Context: an optimization exercise on an open-source flow, tuned for small area, a short achievable clock period and few clock cycles. The choices shown serve that exercise and are no tape-out recipe.
No run shown here included a check of the RTL's function; only the layout flow was run.
Power is estimated from default activity; no workload was simulated.

==> flow/design.v <==
package fcrla_pkg;
	localparam int MAX_SAMPLES = 4096;
	localparam int SAMPLE_BITS = 16;
	localparam int LANES    = 4;
	localparam int AVG_W    = 16;
	localparam int COUNT_W  = 13;
	localparam int TIME_W   = 32;
	localparam int IVAL_W   = 16;
	localparam int TALLY_W  = $clog2(MAX_SAMPLES + 1);          
	localparam int TRIPLE_W = TALLY_W + 1;                      
	localparam int SUM_W    = SAMPLE_BITS + $clog2(MAX_SAMPLES);  
	localparam int REM_W    = SUM_W - AVG_W;                    
	localparam int STEPS    = AVG_W / 2;                        
	localparam int CNT_W    = $clog2(STEPS);
	localparam int IN_W     = 104;
	localparam int OUT_W    = 80;
	localparam logic [IVAL_W-1:0] EMIT_INTERVAL_RESET = IVAL_W'(1000);
endpackage
module fcrla_lane (
	input  logic                              clk,
	input  logic                              acc_zero,  
	input  logic                              add,
	input  logic [fcrla_pkg::SAMPLE_BITS-1:0] sample,
	input  logic                              follow,    
	input  logic                              step,
	input  logic [fcrla_pkg::TALLY_W-1:0]     d1,        
	input  logic [fcrla_pkg::TRIPLE_W-1:0]    d3,        
	output logic [fcrla_pkg::AVG_W-1:0]       avg
);
	localparam int SW = fcrla_pkg::SUM_W;
	localparam int RW = fcrla_pkg::REM_W;
	localparam int AW = fcrla_pkg::AVG_W;
	logic [SW-1:0]   acc_q;
	logic [AW:0]     lo_sum;
	logic [SW-AW-1:0] hi_inc;
	logic [SW-1:0]   acc_sum;
	logic [SW-1:0]   acc_d;
	logic [SW-1:0]   div_q;
	logic [RW+1:0]   r4;
	logic [RW+2:0]   s1, s2, s3;
	logic [RW-1:0]   rem;
	logic [1:0]      qd;
	logic            ge1, ge2, ge3;
	assign lo_sum  = {1'b0, acc_q[AW-1:0]} + {1'b0, sample};
	assign hi_inc  = acc_q[SW-1:AW] + (SW-AW)'(1);
	assign acc_sum = {lo_sum[AW] ? hi_inc : acc_q[SW-1:AW], lo_sum[AW-1:0]};
	always_comb begin
		unique case ({acc_zero, add})
			2'b00: acc_d = acc_q;
			2'b01: acc_d = acc_sum;
			2'b10: acc_d = '0;
			2'b11: acc_d = SW'(sample);
		endcase
	end
	always_ff @(posedge clk) begin
		acc_q <= acc_d;
	end
	assign r4 = div_q[SW-1:AW-2];
	fcrla_sub #(.W(RW+2)) u_s1 (.a(r4), .b((RW+2)'(d1)),         .diff(s1[RW+1:0]), .ge(ge1));
	fcrla_sub #(.W(RW+2)) u_s2 (.a(r4), .b((RW+2)'({d1, 1'b0})), .diff(s2[RW+1:0]), .ge(ge2));
	fcrla_sub #(.W(RW+2)) u_s3 (.a(r4), .b((RW+2)'(d3)),         .diff(s3[RW+1:0]), .ge(ge3));
	assign s1[RW+2] = !ge1;
	assign s2[RW+2] = !ge2;
	assign s3[RW+2] = !ge3;
	always_comb begin
		if (!s3[RW+2]) begin
			qd  = 2'd3;
			rem = s3[RW-1:0];
		end else if (!s2[RW+2]) begin
			qd  = 2'd2;
			rem = s2[RW-1:0];
		end else if (!s1[RW+2]) begin
			qd  = 2'd1;
			rem = s1[RW-1:0];
		end else begin
			qd  = 2'd0;
			rem = r4[RW-1:0];
		end
	end
	always_ff @(posedge clk) begin
		if (follow) begin
			div_q <= acc_d;
		end else if (step) begin
			div_q <= {rem, div_q[AW-3:0], qd};
		end
	end
	assign avg = div_q[AW-1:0];
endmodule
module fcrla_sub #(
	parameter int W = 14
) (
	input  logic [W-1:0] a,
	input  logic [W-1:0] b,
	output logic [W-1:0] diff,
	output logic         ge       
);
	localparam int L = $clog2(W);
	logic [W-1:0] p;
	logic [W-1:0] g [L+1];
	logic [W-1:0] t [L+1];
	logic [W:0]   c;
	assign p = ~(a ^ b);
	assign g[0] = {a[W-1:1] & ~b[W-1:1], a[0] | ~b[0]};
	assign t[0] = {p[W-1:1], 1'b0};
	genvar l, i;
	generate
		for (l = 0; l < L; l++) begin : g_lvl
			for (i = 0; i < W; i++) begin : g_bit
				if ((i >> l) % 2 == 1) begin : g_merge
					localparam int J = ((i >> l) << l) - 1;
					assign g[l+1][i] = g[l][i] | (t[l][i] & g[l][J]);
					assign t[l+1][i] = t[l][i] & t[l][J];
				end else begin : g_pass
					assign g[l+1][i] = g[l][i];
					assign t[l+1][i] = t[l][i];
				end
			end
		end
	endgenerate
	assign c    = {g[L], 1'b1};
	assign diff = p ^ c[W-1:0];
	assign ge   = c[W];
endmodule
module four_channel_rate_limited_averager_top (
	input  logic                          clk,
	input  logic                          arst_n,
	input  logic                          s_tvalid,
	output logic                          s_tready,
	input  logic [fcrla_pkg::IN_W-1:0]    s_tdata,
	input  logic [1:0]                    s_tuser,
	output logic                          m_tvalid,
	input  logic                          m_tready,
	output logic [fcrla_pkg::OUT_W-1:0]   m_tdata,
	input  logic                          cfg_we,
	input  logic [fcrla_pkg::IVAL_W-1:0]  cfg_data
);
	localparam int TW = fcrla_pkg::TALLY_W;
	localparam int XW = fcrla_pkg::TRIPLE_W;
	localparam int HW = fcrla_pkg::TIME_W / 2;
	logic [fcrla_pkg::IVAL_W-1:0] ival_q;
	logic                         cfgd_q;    
	logic                         stream_q;
	logic [2*HW-1:0]              last_q;
	logic [HW:0]                  end_q;     
	logic [2*HW-1:0]              cand_last_q;  
	logic [HW:0]                  cand_end_q;   
	logic                         take_last_q;  
	logic                         take_end_q;   
	logic [2*HW-1:0]              last_v;
	logic [HW:0]                  end_v;
	logic [TW-1:0]                tally_q;
	logic [XW-1:0]                triple_q;  
	logic                         ready_q;
	logic                         pend_q;    
	logic                         busy_q;    
	logic                         valid_q;   
	logic [fcrla_pkg::CNT_W-1:0]  cnt_q;
	logic [TW-1:0]                count_q;   
	logic [XW-1:0]                count3_q;
	logic                         accept;
	logic                         start;
	logic                         smp;
	logic [HW-1:0]                now_lo, now_hi, last_hi1;
	logic                         borrow;
	logic                         lt_end;
	logic                         in_window;
	logic                         hi_zero;
	logic                         emit;
	logic                         div_free;
	logic                         load;
	logic                         zero;
	logic                         add;
	logic                         done;
	logic                         busy_d, valid_d, pend_d, free_d;
	logic [TW-1:0]                tally_d, tally_inc;
	logic [XW-1:0]                triple_d, triple_inc;
	logic [HW-1:0]                cand_hi1, kept_hi1;
	logic                         cmd_smp, smp_ok;
	logic [HW:0]                  end_sum;
	logic [fcrla_pkg::AVG_W-1:0]  avg [fcrla_pkg::LANES];
	assign now_lo   = s_tdata[1 +: HW];
	assign now_hi   = s_tdata[1 + HW +: HW];
	assign div_free = !busy_q && !valid_q;
	assign load     = pend_q && div_free;
	assign s_tready = ready_q;
	assign accept   = s_tvalid && ready_q;
	assign cmd_smp  = s_tvalid && (s_tuser == 2'd0) && s_tdata[0];
	assign smp_ok   = ready_q && stream_q;
	assign start    = s_tvalid && (s_tuser == 2'd1) && ready_q;
	assign smp      = cmd_smp && smp_ok;
	assign zero     = load || start;
	assign add      = cmd_smp && smp_ok && (load || !tally_q[TW-1]);
	assign tally_inc  = tally_q + TW'(1);
	assign triple_inc = triple_q + XW'(3);
	assign tally_d    = zero ? TW'(add) : (add ? tally_inc : tally_q);
	assign triple_d   = zero ? (add ? XW'(3) : '0) : (add ? triple_inc : triple_q);
	assign last_v    = take_last_q ? cand_last_q : last_q;
	assign end_v     = take_end_q ? cand_end_q : end_q;
	assign last_hi1  = take_last_q ? cand_hi1 : kept_hi1;
	assign cand_hi1  = cand_last_q[2*HW-1:HW] + HW'(1);
	assign kept_hi1  = last_q[2*HW-1:HW] + HW'(1);
	assign borrow    = now_lo < last_v[HW-1:0];
	assign lt_end    = now_lo < end_v[HW-1:0];
	assign in_window = end_v[HW] ? (!borrow || lt_end) : (!borrow && lt_end);
	assign hi_zero   = borrow ? (now_hi == last_hi1) : (now_hi == last_v[2*HW-1:HW]);
	assign emit      = smp && hi_zero && in_window ? 1'b0 : smp;
	assign end_sum  = (cfgd_q ? {1'b0, last_v[HW-1:0]} : {1'b0, now_lo}) + (HW+1)'(ival_q);
	assign done    = busy_q && cnt_q == fcrla_pkg::CNT_W'(fcrla_pkg::STEPS - 1);
	assign busy_d  = load || (busy_q && !done);
	assign valid_d = done || (valid_q && !m_tready);
	assign free_d  = !busy_d && !valid_d;
	assign pend_d  = emit || (pend_q && !div_free);
	genvar g;
	generate
		for (g = 0; g < fcrla_pkg::LANES; g++) begin : g_lane
			fcrla_lane u_lane (
				.clk      (clk),
				.acc_zero (zero),
				.add      (add),
				.sample   (s_tdata[33 + 16*g +: fcrla_pkg::SAMPLE_BITS]),
				.follow   (free_d),
				.step     (load || busy_q),
				.d1       (count_q),
				.d3       (count3_q),
				.avg      (avg[g])
			);
		end
	endgenerate
	always_ff @(posedge clk) begin
		tally_q  <= tally_d;
		triple_q <= triple_d;
		if (free_d) begin
			count_q  <= tally_d;
			count3_q <= triple_d;
		end
		if (load) begin
			cnt_q <= fcrla_pkg::CNT_W'(1);
		end else if (busy_q) begin
			cnt_q <= cnt_q + fcrla_pkg::CNT_W'(1);
		end
	end
	always_ff @(posedge clk or negedge arst_n) begin
		if (!arst_n) begin
			ival_q <= fcrla_pkg::EMIT_INTERVAL_RESET;
			cfgd_q <= 1'b0;
		end else begin
			cfgd_q <= cfg_we;
			if (cfg_we) begin
				ival_q <= cfg_data;
			end
		end
	end
	always_ff @(posedge clk or negedge arst_n) begin
		if (!arst_n) begin
			stream_q <= 1'b0;
		end else if (accept && s_tuser == 2'd1) begin
			stream_q <= 1'b1;
		end else if (accept && s_tuser == 2'd2) begin
			stream_q <= 1'b0;
		end
	end
	always_ff @(posedge clk) begin
		cand_last_q <= {now_hi, now_lo};
		cand_end_q  <= end_sum;
	end
	always_ff @(posedge clk or negedge arst_n) begin
		if (!arst_n) begin
			last_q      <= '0;
			end_q       <= (HW+1)'(fcrla_pkg::EMIT_INTERVAL_RESET);
			take_last_q <= 1'b0;
			take_end_q  <= 1'b0;
		end else begin
			last_q      <= last_v;
			end_q       <= end_v;
			take_last_q <= emit;
			take_end_q  <= emit || cfgd_q;
		end
	end
	always_ff @(posedge clk or negedge arst_n) begin
		if (!arst_n) begin
			ready_q <= 1'b1;
			pend_q  <= 1'b0;
			busy_q  <= 1'b0;
			valid_q <= 1'b0;
		end else begin
			ready_q <= !cfg_we && !(pend_d && !free_d);
			pend_q  <= pend_d;
			busy_q  <= busy_d;
			valid_q <= valid_d;
		end
	end
	assign m_tvalid = valid_q;
	assign m_tdata  = {3'b000, count_q, avg[3], avg[2], avg[1], avg[0]};
endmodule
==> flow/flow/run.sh <==
#!/bin/bash
# The standard layout (the standard.sh: standard synthesis, floorplan, placement, CTS,
# routing), except that the port buffers placement inserts are plain buffers
# (sky130_fd_sc_hd__buf_1) instead of the delay cell ORFS picks by default. Every input and
# output port still gets its own buffer; resizing may upsize it later.
set -euo pipefail
export BUFFER_PORTS_ARGS="-buffer_cell sky130_fd_sc_hd__buf_1"
bash standard.sh finish > standard.log 2>&1
==> flow/standard.sh <==
#!/bin/bash
# synth_recipe.tcl (not shown) runs the flow's synth.tcl, then flattens the netlist and writes it again
# the make line also repeats each setting of config.mk as NAME=value (left out here)
make -C /OpenROAD-flow-scripts/flow DESIGN_CONFIG=/design/flow/config.mk WORK_HOME=/design/flow/orfs CLKGATE_MAP_FILE= SYNTH_SCRIPT=/design/flow/synth_recipe.tcl "${@:-finish}"
==> flow/config.mk <==
export PLATFORM = sky130hd
export DESIGN_NAME = four_channel_rate_limited_averager_top
export DESIGN_NICKNAME = four_channel_rate_limited_averager_top
export VERILOG_FILES = /design/flow/design.v
export SDC_FILE = /design/flow/constraint.sdc
export NUM_CORES = 4
export LEC_CHECK = 0
export ABC_AREA = 1
export CAP_MARGIN = 20
export CORE_MARGIN = 2
export CORE_UTILIZATION = 40
export CTS_CLUSTER_DIAMETER = 100
export CTS_CLUSTER_SIZE = 24
export SETUP_SLACK_MARGIN = 2.5
export SLEW_MARGIN = 20
==> flow/constraint.sdc <==
create_clock -name core_clock -period 5.5 [get_ports {clk}]
set_input_delay 1.1000 -clock core_clock [delete_from_list [all_inputs] [get_ports {clk}]]
set_output_delay 1.1000 -clock core_clock [all_outputs]
set_load 0.01 [all_outputs]
==> results.py, run 1 <==
metrics = {
    "outcome": {
        "status": "complete, no violations",
    },
    "clocking": {
        "htreeDepth": 1,
        "cts_hold_buf": 0,
        "clk_pin_slew_worst_paths_ps": 100,
        "cts_tree": "done",
        "cts_sinks": 403,
        "cts_buffers": 23,
        "ctsLongestPathBuffers": 3,
        "cts_root_buffer": "clkbuf_16",
        "insertion_delay_ps": 610,
    },
    "timing": {
        "skew_ps": 30.9,
        "hold_viol_final": 0,
        "timing.final.ws_setup_ps": 2130,
        "period_needed_ps": 3370,
        "relSlewSlack": 0.436,
        "tightest_slew_ps": 845,
        "setup_tns_ps": 0,
        "grt_setup_unrepaired": "yes",
        "setup_viol": 0,
        "slew_violations": 0,
        "maxClockFrequency_ghz": 0.297,
        "period_share": 0.612,
    },
    "drt": {
        "wirelength_mm": 81.3,
        "viasPerCell": 5.15,
        "drt_iter0_markers": 1583,
        "wl_per_cell_microns": 17.2,
        "postRouteAntennaNets": 0,
        "vias": 24400,
        "drt_pass1_iterations": 7,
        "drc": 0,
    },
    "synth": {
        "ys_warn_count": 6,
        "synth_edf_count": 139,
        "post-synth-top-area-fraction": 0.152,
        "ys_ff_latch": 403,
        "async_flop_share": 0.181,
        "ys_seq_area_frac": 0.358,
        "synthTopCellsByArea": "edfxtp_1 15%, dfxtp_1 14%, nand2_1 13%",
        "syn_inst": 3476,
        "ys_types": 66,
        "syn_area_per_cell_sq_um": 7.92,
        "ys.flop_type": "dfxtp_1",
        "synth_area_sq_um": 27500,
        "yosys.area.top_type": "edfxtp_1",
    },
    "layout": {
        "num-fill-cells": 6427,
        "nets": 4277,
        "stdcell_area_sq_um": 33800,
        "final_common_cell": "nand2_1",
        "final_cell_mix": "831 x nand2_1, 331 x inv_1, 244 x ha_1",
        "area_growth_pct": 22.9,
        "drive_gt1_frac": 0.214,
    },
    "place": {
        "placed_area_sq_um": 29000,
        "pre_cts_ws_ps": 1450,
        "port_buffers": 198,
        "place_hpwl_mm": 53.6,
        "gp_congestion": 0.862,
    },
    "floorplanning": {
        "io_pins": 209,
        "die_w_microns": 266,
        "coreArea_sq_um": 68300,
        "fp-row-count": 96,
        "die_y_microns": 266,
        "start_util": 0.403,
        "die_area_sq_um": 70900,
    },
    "global_route": {
        "overflow": 0,
        "antenna_found_initial": 8,
        "grt_max_degree": 147,
        "grt_pass1_vias": 22600,
        "grt_pass1_wl_mm": 125,
        "grtUsageTotal": 0.220,
    },
    "setup_path": {
        "crit_required_ps": 5860,
        "cp_max_fo": 6,
        "start_kind": "register",
        "end_kind": "register",
        "cp.arrival_ps": 3730,
        "worstSetupPathType": "reg -> reg",
    },
    "power_and_ir_drop": {
        "switching_share": 0.475,
        "p_int_uw": 12700,
        "leakagePower_uw": 0.0152,
        "p_sw_uw": 11500,
        "total_power_uw": 24100,
        "power_frac_seq": 0.206,
        "ir_worst_vdd_mv": 0.429,
        "clkPwrFrac": 0.082,
        "p_per_area_nw_per_um2": 714,
        "p_comb_frac": 0.711,
    },
    "job": {
        "drv_cap": 0,
    },
    "min_path": {
        "hold_class": "reg -> reg",
    },
}
-- kinds of logic after synthesis --
logic type,count (synthesis),synth area share
compound gates,587,0.123
xor+xnor,98,0.0312
fa+ha+maj,320,0.159
buf+inv,534,0.0851
flops,403,0.358
mux,16,0.00655
other cells,1,0.000136
simple gates,1517,0.237
-- critical path: stages (launching register included) --
cell	delay, ps
edfxtp_1	390
buf_6	150
buf_4	130
buf_6	130
ha_4	150
fa_2	330
inv_2	70
nand3_2	60
nand2_2	100
nand2_2	60
nand2_2	90
nand2_2	60
inv_2	60
or2_4	110
a21o_1	150
nand4_1	280
nand2_4	270
buf_6	140
inv_6	40
nand2_1	50
nand2_1	60
nand2_1	70
nand3_2	60
nand3_1	70
nand2_1	60
-- cells in the mapped netlist, types with 52 or more instances --
master,count
dfrtp_1,60
o21ai_0,212
ha_1,271
a21oi_1,236
nor3_1,58
or2_2,64
clkbuf_1,52
edfxtp_1,139
inv_1,369
nand2_1,921
nor2_1,148
dfxtp_1,191
nand3_1,246
buf_4,75
-- power groups by stage --
stage | Sequential (uW) | Clock (uW) | Combinational (uW)
2_1_floorplan | 4830 | 0 | 9120
3_3_place_gp | 5030 | 0 | 11300
3_5_place_dp | 5040 | 0 | 11500
4_1_cts | 4950 | 2050 | 15100
5_1_grt | 5080 | 2140 | 18900
6_report | 4990 | 1990 | 17200
-- stage by stage --
| step | hold slack (ps) | util | cells |
|---|---|---|---|
| floorplan | 423 | - | 3478 |
| global placement | 437 | 0.424 | 4428 |
| detailed placement | 445 | 0.424 | 4428 |
| CTS | 463 | 0.474 | 4669 |
| global route | 495 | 0.495 | 4731 |
| finish | 462 | 0.495 | 4732 |
-- sequential cells by signal, indices dropped and copies added, names as in the netlist, 3 cells and up --
name / flops
tally_q: 13
triple_q: 14
count_q: 13
last_q: 32
g_lane.u_lane.acc_q: 112
cand_end_q: 17
g_lane.u_lane.div_q: 112
count3_q: 14
ival_q: 16
cand_last_q: 32
cnt_q: 3
end_q: 17
-- final timing paths --
check                                        endpoint  slack, ps                        from  cells after the start
hold / removal             g_lane[0].u_lane.acc_q[27]        460  g_lane[0].u_lane.acc_q[27]                      1
max in group asynchronous                    end_q[7]       4080                      arst_n                      2
min in group asynchronous                   ival_q[1]        490                      arst_n                      1
hold reg to reg            g_lane[0].u_lane.acc_q[27]        460  g_lane[0].u_lane.acc_q[27]                      1
setup / recovery           g_lane[0].u_lane.div_q[18]       2130                  count_q[0]                     24
setup reg to reg           g_lane[0].u_lane.div_q[18]       2130                  count_q[0]                     24
-- area by class of cell --
type                            instances  area [sq um]  share of cell area
Multi-Input combinational cell       2546         17200               0.508
Sequential cell                       403          9840               0.291
Timing Repair Buffer                  469          3330              0.0986
Inverter                              379          1550              0.0457
Tap cell                              882          1100              0.0326
Clock buffer                           31           616              0.0182
Clock inverter                         11           120             0.00355
Timing Repair inverter                  8          78.8             0.00233
Antenna cell                            3          7.51            0.000222
-- routing by layer --
layer / vias up / global-route usage / share of wire
li1: 12300 / - / -
met1: 11400 / 0.310 / 0.47
met2: 574 / 0.350 / 0.45
met3: 137 / 0.0272 / 0.049
met4: 12 / 0.0738 / 0.032
met5: - / 0 / 0.0010
-- repair_timing --
action / 4_1_cts / 5_1_grt
pin swaps: 104 / 154
gates cloned: 16 / 2
endpoints found under the setup margin: 256 / 100
setup buffers: 183 / 58
resized for setup: 263 / 253
==> inputs of run 2 (changes only) <==
--- a/flow/design.v
+++ b/flow/design.v
@@ -42,3 +42,2 @@
 	logic [1:0]      qd;
-	logic            ge1, ge2, ge3;
 	assign lo_sum  = {1'b0, acc_q[AW-1:0]} + {1'b0, sample};
@@ -58,8 +57,5 @@
 	assign r4 = div_q[SW-1:AW-2];
-	fcrla_sub #(.W(RW+2)) u_s1 (.a(r4), .b((RW+2)'(d1)),         .diff(s1[RW+1:0]), .ge(ge1));
-	fcrla_sub #(.W(RW+2)) u_s2 (.a(r4), .b((RW+2)'({d1, 1'b0})), .diff(s2[RW+1:0]), .ge(ge2));
-	fcrla_sub #(.W(RW+2)) u_s3 (.a(r4), .b((RW+2)'(d3)),         .diff(s3[RW+1:0]), .ge(ge3));
-	assign s1[RW+2] = !ge1;
-	assign s2[RW+2] = !ge2;
-	assign s3[RW+2] = !ge3;
+	assign s1 = {1'b0, r4} - (RW+3)'(d1);
+	assign s2 = {1'b0, r4} - (RW+3)'({d1, 1'b0});
+	assign s3 = {1'b0, r4} - (RW+3)'(d3);
 	always_comb begin
@@ -87,37 +83,2 @@
 	assign avg = div_q[AW-1:0];
-endmodule
-module fcrla_sub #(
-	parameter int W = 14
-) (
-	input  logic [W-1:0] a,
-	input  logic [W-1:0] b,
-	output logic [W-1:0] diff,
-	output logic         ge       
-);
-	localparam int L = $clog2(W);
-	logic [W-1:0] p;
-	logic [W-1:0] g [L+1];
-	logic [W-1:0] t [L+1];
-	logic [W:0]   c;
-	assign p = ~(a ^ b);
-	assign g[0] = {a[W-1:1] & ~b[W-1:1], a[0] | ~b[0]};
-	assign t[0] = {p[W-1:1], 1'b0};
-	genvar l, i;
-	generate
-		for (l = 0; l < L; l++) begin : g_lvl
-			for (i = 0; i < W; i++) begin : g_bit
-				if ((i >> l) % 2 == 1) begin : g_merge
-					localparam int J = ((i >> l) << l) - 1;
-					assign g[l+1][i] = g[l][i] | (t[l][i] & g[l][J]);
-					assign t[l+1][i] = t[l][i] & t[l][J];
-				end else begin : g_pass
-					assign g[l+1][i] = g[l][i];
-					assign t[l+1][i] = t[l][i];
-				end
-			end
-		end
-	endgenerate
-	assign c    = {g[L], 1'b1};
-	assign diff = p ^ c[W-1:0];
-	assign ge   = c[W];
 endmodule
@@ -162,3 +123,3 @@
 	logic                         smp;
-	logic [HW-1:0]                now_lo, now_hi, last_hi1;
+	logic [HW-1:0]                now_lo, now_hi;
 	logic                         borrow;
@@ -176,4 +137,5 @@
 	logic [XW-1:0]                triple_d, triple_inc;
-	logic [HW-1:0]                cand_hi1, kept_hi1;
 	logic                         cmd_smp, smp_ok;
+	logic                         borrow_k, borrow_c, lt_end_k, lt_end_c;
+	logic                         eq_k, eq_c, next_k, next_c;
 	logic [HW:0]                  end_sum;
@@ -198,10 +160,15 @@
 	assign end_v     = take_end_q ? cand_end_q : end_q;
-	assign last_hi1  = take_last_q ? cand_hi1 : kept_hi1;
-	assign cand_hi1  = cand_last_q[2*HW-1:HW] + HW'(1);
-	assign kept_hi1  = last_q[2*HW-1:HW] + HW'(1);
-	assign borrow    = now_lo < last_v[HW-1:0];
-	assign lt_end    = now_lo < end_v[HW-1:0];
+	assign borrow_k  = now_lo < last_q[HW-1:0];
+	assign borrow_c  = now_lo < cand_last_q[HW-1:0];
+	assign lt_end_k  = now_lo < end_q[HW-1:0];
+	assign lt_end_c  = now_lo < cand_end_q[HW-1:0];
+	assign eq_k      = now_hi == last_q[2*HW-1:HW];
+	assign eq_c      = now_hi == cand_last_q[2*HW-1:HW];
+	fcrla_is_next u_next_k (.x(now_hi), .y(last_q[2*HW-1:HW]),      .is_next(next_k));
+	fcrla_is_next u_next_c (.x(now_hi), .y(cand_last_q[2*HW-1:HW]), .is_next(next_c));
+	assign borrow    = take_last_q ? borrow_c : borrow_k;
+	assign lt_end    = take_end_q ? lt_end_c : lt_end_k;
 	assign in_window = end_v[HW] ? (!borrow || lt_end) : (!borrow && lt_end);
-	assign hi_zero   = borrow ? (now_hi == last_hi1) : (now_hi == last_v[2*HW-1:HW]);
-	assign emit      = smp && hi_zero && in_window ? 1'b0 : smp;
+	assign hi_zero   = borrow ? (take_last_q ? next_c : next_k) : (take_last_q ? eq_c : eq_k);
+	assign emit      = smp && !(hi_zero && in_window);
 	assign end_sum  = (cfgd_q ? {1'b0, last_v[HW-1:0]} : {1'b0, now_lo}) + (HW+1)'(ival_q);
@@ -294 +261,20 @@
 endmodule
+module fcrla_is_next #(
+	parameter int W = 16
+) (
+	input  logic [W-1:0] x,
+	input  logic [W-1:0] y,
+	output logic         is_next
+);
+	logic [W-1:0] z;
+	logic [W-1:0] ok;
+	assign z     = x ^ y;
+	assign ok[0] = z[0];
+	genvar i;
+	generate
+		for (i = 1; i < W; i++) begin : g_bit
+			assign ok[i] = z[i] == (z[i-1] && y[i-1]);
+		end
+	endgenerate
+	assign is_next = &ok;
+endmodule
--- a/flow/config.mk
+++ b/flow/config.mk
@@ -7,3 +7,2 @@
 export LEC_CHECK = 0
-export ABC_AREA = 1
 export CAP_MARGIN = 20
==> run 2 against run 1 <==
Fmax up 6.0%. Clock power about the same. Routed wire length up 6.7%. Worst setup slack better by 190 ps. Global-route usage up 0.11 points. Die area up 5.6%. Critical endpoint is now g_lane[0].u_lane.div_q[26].
==> results.py, run 2 <==
metrics = {
    "clocking": {
        "insertion_delay_ps": 590,
        "ctsLongestPathBuffers": 3,
        "cts_tree": "done",
        "cts_hold_buf": 0,
        "cts_sinks": 403,
        "clk_pin_slew_worst_paths_ps": 100,
        "cts_root_buffer": "clkbuf_16",
        "htreeDepth": 1,
        "cts_buffers": 23,
    },
    "setup_path": {
        "cp_top_family": "compound AO/OA/AOI/OAI gates",
        "cp_max_fo": 5,
        "crit_required_ps": 5830,
        "rrSetupSlack_ps": 2320,
        "worstReg2RegStart": "count_q[2]",
        "endpoint": "g_lane[0].u_lane.div_q[26]",
        "critical_path_buf_inv_count": 4,
        "cpPeakStageDelay_ps": 410,
        "start_kind": "register",
        "end_kind": "register",
        "worstSetupPathType": "reg -> reg",
        "crit_cells": 14,
        "crit_start": "count_q[2]",
        "rr_worst_depth": 14,
        "cp.arrival_ps": 3510,
        "slowest_stage": "edfxtp_1",
        "r2r-end": "g_lane[0].u_lane.div_q[26]",
        "crit_chain": "clkinvlp_4 -> buf_8 -> ha_4 -> nor2b_4 -> o2111ai_4 -> nand3_4 -> buf_4 -> buf_6 -> a31o_2 -> a21o_1 -> xor2_1 -> mux2_4 -> o21ai_2 -> a2bb2oi_1",
    },
    "synth": {
        "synth_area_sq_um": 29100,
        "ys_seq_area_frac": 0.339,
        "yosys.area.top_type": "ha_1",
        "synth_edf_count": 139,
        "async_flop_share": 0.181,
        "synthTopCellsByArea": "ha_1 15%, edfxtp_1 14%, dfxtp_1 13%",
        "synth.most_common_cell": "nand2_1",
        "ys_warn_count": 3,
        "syn_area_per_cell_sq_um": 8.98,
        "ys_ff_latch": 403,
        "post-synth-top-area-fraction": 0.145,
        "syn_inst": 3236,
        "ys.flop_type": "dfxtp_1",
        "ys_types": 86,
        "ys_top_cells_by_count": "340 x nand2_1, 338 x ha_1, 237 x nor2_1, 231 x o21ai_0, 206 x a21oi_1",
    },
    "global_route": {
        "antenna_found_initial": 6,
        "grt_pass1_wl_mm": 132,
        "grt_pass1_vias": 23400,
        "overflow": 0,
        "grtUsageTotal": 0.221,
        "grt_max_degree": 113,
    },
    "power_and_ir_drop": {
        "power_frac_seq": 0.207,
        "p_int_uw": 12500,
        "p_comb_frac": 0.706,
        "p_per_area_nw_per_um2": 646,
        "ir_worst_vdd_mv": 0.314,
        "leakagePower_uw": 0.0150,
        "p_sw_uw": 10500,
        "switching_share": 0.458,
        "clkPwrFrac": 0.088,
        "total_power_uw": 23000,
    },
    "timing": {
        "slew_violations": 0,
        "setup_viol": 0,
        "tightest_slew_ps": 1020,
        "period_needed_ps": 3180,
        "setup_tns_ps": 0,
        "grt_setup_unrepaired": "yes",
        "period_share": 0.578,
        "maxClockFrequency_ghz": 0.315,
        "relSlewSlack": 0.319,
        "skew_ps": 26.5,
        "hold_viol_final": 0,
    },
    "min_path": {
        "hold_class": "reg -> reg",
        "min_from": "cand_end_q[7]",
        "hold_depth": 2,
    },
    "layout": {
        "area_growth_pct": 22.5,
        "multi_input_area_sq_um": 20000,
        "final_cell_mix": "322 x nand2_1, 293 x ha_1, 217 x nor2_1",
        "num-fill-cells": 6779,
        "final-seq-area_sq_um": 9850,
        "final_common_cell": "nand2_1",
        "top_regs": "g_lane.u_lane.acc_q (112), g_lane.u_lane.div_q (112)",
        "utilization": 0.496,
        "nets": 4053,
        "finalNonFillerCells": 4539,
        "drive_gt1_frac": 0.209,
    },
    "drt": {
        "viasPerCell": 5.50,
        "wl_met1_mm": 41.2,
        "postRouteAntennaNets": 0,
        "drc": 0,
        "routed.top_layer": "met5",
        "wl_per_cell_microns": 19.1,
        "drt_pass1_iterations": 5,
        "wirelength_mm": 86.7,
        "met3_length_mm": 3.64,
        "wl_met2_mm": 39.5,
        "drt_iter0_markers": 1853,
        "vias": 25000,
    },
    "job": {
        "drv_cap": 0,
    },
    "floorplanning": {
        "die_w_microns": 274,
        "coreArea_sq_um": 71700,
        "die_y_microns": 274,
        "start_util": 0.405,
        "die_area_sq_um": 74800,
        "io_pins": 209,
        "fp-row-count": 98,
    },
    "place": {
        "dp_cells": 4263,
        "place_hpwl_mm": 60.4,
        "port_buffers": 198,
        "gp_congestion": 0.872,
    },
    "outcome": {
        "status": "complete, no violations",
    },
}
-- run 2: changes by cell type after synthesis, sizes merged, moves of 49 or more --
cell,before,now
a21o,4,55
mux2,16,75
xnor2,47,128
nor2,155,237
o21a,6,55
inv,378,170
nand3,248,62
nand2,940,341
ha,271,338
-- run 2: power by group through the flow --
| stage | combinational [uW] | clock, uW | sequential [uW] |
|---|---|---|---|
| 2_1_floorplan | 9310 | 0 | 4540 |
| 3_3_place_gp | 11700 | 0 | 4800 |
| 3_5_place_dp | 11800 | 0 | 4810 |
| 4_1_cts | 14100 | 2080 | 4710 |
| 5_1_grt | 17600 | 2180 | 4840 |
| 6_report | 16200 | 2020 | 4760 |
-- run 2: final cells by class --
class                   instances  area share
clock buffers                  34      0.0179
multi-input cells            2512       0.560
diodes                          1   0.0000703
flip-flops and latches        403       0.277
clock inverters                 8     0.00369
inverters                     170      0.0202
well taps                     950      0.0334
repair buffers                461      0.0877
-- run 2: how the worst min path moves through the flow --
stage                     to  slack [ps]
CTS                 end_q[7]         440
finish              end_q[7]         440
detailed placement  end_q[7]         420
floorplan           end_q[3]         410
global placement    end_q[7]         420
global route        end_q[8]         460
-- run 2: timing repair --
item                                    4_1_cts  5_1_grt
pin swaps                                    91      153
endpoints found under the setup margin      155       93
cloned                                        9        1
gates resized for setup                     218      226
setup buffers                               130       93
-- run 2: worst min-delay path: cells and delay by family (launching register included) --
kind	cells	cell delay, ps
flip-flops	1	320
AO/OA/AOI/OAI	1	70
AND/OR/NAND/NOR	1	50
-- run 2: through the flow --
step / instance area [sq um] / hold slack [ps] / worst slack [ps]
floorplan: 29800 / 405 / 1910
global route: 35600 / 463 / 2220
detailed placement: 31200 / 424 / 1230
finish: 35600 / 437 / 2320
global placement: 31200 / 423 / 1270
CTS: 33900 / 439 / 2280
-- run 2: kinds of logic (layout without fill, tap and decap cells) --
logic type,after synthesis,in the layout,synth area share
AOI/OAI and AO/OA,852,854,0.189
xor gates and xnor gates,226,226,0.0681
adders and majority gates,355,355,0.157
buffers and inverters,328,673,0.0510
DFF,403,403,0.339
muxes,113,113,0.0421
other,1,4,0.000129
and+or+nand+nor,958,961,0.154
-- run 2: layer usage --
| metal | vias to the layer above | global-route usage |
|---|---|---|
| met2 | 560 | 0.365 |
| met1 | 12000 | 0.312 |
| li1 | 12300 | - |
| met4 | 10 | 0.0510 |
| met5 | - | 0 |
| met3 | 118 | 0.0227 |

[afterwards: timing with drivers on the ports]
The flow's constraints put no driver on any port. The routed layouts listed below were extracted and timed again, unchanged, in two steps.
Step 1 assumes that a clkbuf_16 drives the clock port and a buf_2 every other input.
Step 2 moves the port delays by t, midway between the first and last clock arrival at a register: inputs arrive t later, outputs are due t later. That takes back most of the time a late clock gives input paths.
a / b / c = no drivers / after step 1 / after step 2; a / b = the first two.
run	t, ns	setup slack, ns	hold slack, ns	worst slew at a driven data input, ns	pins driven straight from the clock port
run 1	0.661	2.132 / 2.132 / 1.720	0.462 / 0.451 / 0.462	0.12	1
run 2	0.633	2.322 / 2.322 / 1.714	0.437 / 0.436 / 0.437	0.10	1
After both steps setup and hold are still met in every run listed. The setup slack of run 2, which loses most, moves by 0.000 ns with the drivers and by -0.608 ns with both steps.
